What follows belongs to an exercise in optimizing a design on an open flow for small area and a short achievable clock period; a production flow would make more cautious choices. Power and IR drop assume default switching activity.

== pepper ==
==> flow/design.v (excerpt) <==
module ex_stage (
    input  logic        clk,
    input  logic        rst_i,
    input  logic [31:0] inst_i,
    input  logic [31:0] pc_i,
    input  logic [31:0] rs1_data_i,
    input  logic [31:0] rs2_data_i,
    input  logic        reg_w_en_i,
    input  logic [4:0]  reg_w_addr_i,
    output logic        reg_w_en_o,
    output logic [4:0]  reg_w_addr_o,
    output logic [31:0] reg_w_data_o,
    output logic        mem_r_en_o,
    output logic        mem_w_en_o,
    output logic [31:0] mem_addr_o,
    output logic [31:0] mem_w_data_o,
    output logic [2:0]  mem_funct3_o,
    output logic        jump_flag_o,
    output logic [31:0] jump_addr_o
);
Settings: LEC_CHECK=0, ABC_AREA=1, CAP_MARGIN=20, CORE_MARGIN=2, CORE_UTILIZATION=40, PLACE_DENSITY=0.55, SETUP_SLACK_MARGIN=3.0, SLEW_MARGIN=20; clock period 7.0 ns.
standard.sh (not shown) runs the stock make flow with config.mk's settings and CLKGATE_MAP_FILE= SYNTH_SCRIPT=/design/flow/synth_recipe.tcl, a recipe that flattens the netlist after the stock synthesis.
==> flow/flow/run.sh <==
#!/bin/bash
# Standard ORFS layout with four changes:
#  - synthesis does not extract full and half adder cells (ADDER_MAP_FILE
#    empty), so ABC maps the adders' XOR and carry logic itself;
#  - ABC's area script (used with ABC_AREA 1) is flow/abc_area.script: a copy
#    of ORFS's scripts folder is made in scripts/ with that one file replaced;
#  - no timing repair after clock tree synthesis (SKIP_CTS_REPAIR_TIMING 1):
#    the timing repair after global routing does it all;
#  - port buffers are plain buf_1 cells on the inputs and buf_1 cells on the
#    outputs instead of the delay buffer that buffer_ports picks by default.
# The make output goes to standard_flow.log; ORFS keeps each step's log under
# orfs/logs.
set -euo pipefail
rm -rf scripts
cp -r "$FLOW_HOME/scripts" scripts
cp flow/abc_area.script scripts/abc_area.script
export SCRIPTS_DIR="$PWD/scripts"
export ADDER_MAP_FILE=
export SKIP_CTS_REPAIR_TIMING=1
export PRE_GLOBAL_PLACE_TCL="$PWD/flow/ports.tcl"
bash standard.sh > standard_flow.log 2>&1
==> flow/flow/abc_area.script <==
strash
balance; rewrite; refactor; balance; rewrite; rewrite -z; balance; refactor -z; rewrite -z; balance
dch -f
map -B 0.9
topo
stime -c
buffer -c
upsize -c
dnsize -c
==> flow/flow/ports.tcl <==
# global_place.tcl calls buffer_ports once with one cell for every port; buffer
# the inputs and the outputs with their own cells instead.
rename buffer_ports orfs_buffer_ports
proc buffer_ports { args } {
  orfs_buffer_ports -inputs -buffer_cell sky130_fd_sc_hd__buf_1
  orfs_buffer_ports -outputs -buffer_cell sky130_fd_sc_hd__buf_1
}
diff inputs: pepper => onyx
- putting GPL_TIMING_DRIVEN at 0 where nothing was set
diff --git a/flow/flow/run.sh b/flow/flow/run.sh
--- a/flow/flow/run.sh
+++ b/flow/flow/run.sh
@@ -2 +2 @@
-# Standard ORFS layout with four changes:
+# Standard ORFS layout with three changes:
@@ -7,2 +6,0 @@
-#  - no timing repair after clock tree synthesis (SKIP_CTS_REPAIR_TIMING 1):
-#    the timing repair after global routing does it all;
@@ -19 +16,0 @@
-export SKIP_CTS_REPAIR_TIMING=1
--- outcome ---
Across onyx and pepper, the outcome is the same: a clean finish for every run.
Cell count: onyx higher than pepper
onyx — total global routing track utilization 1.8 points higher, pepper as reference
Going from pepper to onyx, critical path depth increased 6, wire length grew by 890 um.
### onyx -> fjord
- clearing GPL_TIMING_DRIVEN, which used to be 0
==> comparison <==
- Between fjord and onyx, it is fjord whose total wirelength of the detailed-routed design is lower, by 880 um.
- Final hold slack delta (fjord − onyx): unfavourable
- Across both runs, switching part of the total was lower for fjord than for onyx.
- Pin count of the biggest net entering global routing (higher): fjord
- fjord: full flow OK, the timing, DRC and antenna checks passed
- onyx reached the final stage; the timing, DRC and antenna checks on its layout passed.
- Taking onyx as the reference, in fjord via count lower; global-route usage lower; DRC violation count after routing ~0 delta; met3 capacity usage during global routing moved down.
- The power of fjord and that of onyx are within noise of each other.
Here is what was changed in the inputs of tundra compared with fjord.
diff --git a/flow/flow/run.sh b/flow/flow/run.sh
--- a/flow/flow/run.sh
+++ b/flow/flow/run.sh
@@ -7 +7 @@
-#  - port buffers are plain buf_1 cells on the inputs and buf_1 cells on the
+#  - port buffers are plain buf_2 cells on the inputs and buf_1 cells on the
diff --git a/flow/flow/ports.tcl b/flow/flow/ports.tcl
--- a/flow/flow/ports.tcl
+++ b/flow/flow/ports.tcl
@@ -5 +5 @@
-  orfs_buffer_ports -inputs -buffer_cell sky130_fd_sc_hd__buf_1
+  orfs_buffer_ports -inputs -buffer_cell sky130_fd_sc_hd__buf_2
Notes after the runs:
Where via count of the routed design is concerned, fjord is outperformed by tundra.
Run comparison: fjord end of the critical path reg_w_data_o[26]$_DFF_P_; tundra end of the critical path reg_w_data_o[17]$_DFF_P_
The final cell area excluding filler cells reported for tundra is greater than that of fjord by about 1.8%.
Relative to fjord, global-route wire length before repair has gone down in tundra.
Compared with fjord, tundra shows maximum frequency that has gone down slightly.
Critical path depth in tundra is 3 below fjord.
Diff fjord -> tundra: non-clock buffer count went up; global-route usage has decreased; count of non-CTS inverters in the layout went up.
Relative to fjord, hold slack increased by 43 ps in tundra.
Between fjord and tundra, the number of buffers inserted by post-CTS setup repair is higher for tundra.
No functional check of the RTL was part of any run of this note.

==> port drivers added, routing unchanged <==
The flow's constraints put no driver on any port. The routed layouts listed below were extracted and timed again, unchanged, in two steps. Step 1 assumes that a clkbuf_16 drives the clock port and a buf_2 every other input. Step 2 adds t to the input delays and takes it off the output delays; t is the mean of the earliest and latest rising clock arrival at the registers after step 1. Input paths then give back, and output paths get back, about the clock's delay inside the block. Three values: no drivers, after step 1, after step 2; two values: the first two.
| run | shift t [ns] | setup slack, ns | worst setup path after step 2 | worst register clock-pin slew, ns |
|---|---|---|---|---|
| pepper | 0.512 | 3.041 / 3.073 / 2.561 | input to register | 0.08 / 0.08 |
| onyx | 0.501 | 2.943 / 2.972 / 2.471 | input to register | 0.08 / 0.08 |
| fjord | 0.514 | 3.035 / 3.067 / 2.552 | input to register | 0.08 / 0.08 |
| tundra | 0.501 | 3.021 / 3.016 / 2.515 | input to register | 0.09 / 0.09 |
After both steps every run listed still meets setup and hold. The setup slack of tundra, which loses most, moves by -0.005 ns with the drivers and by -0.506 ns with both steps.
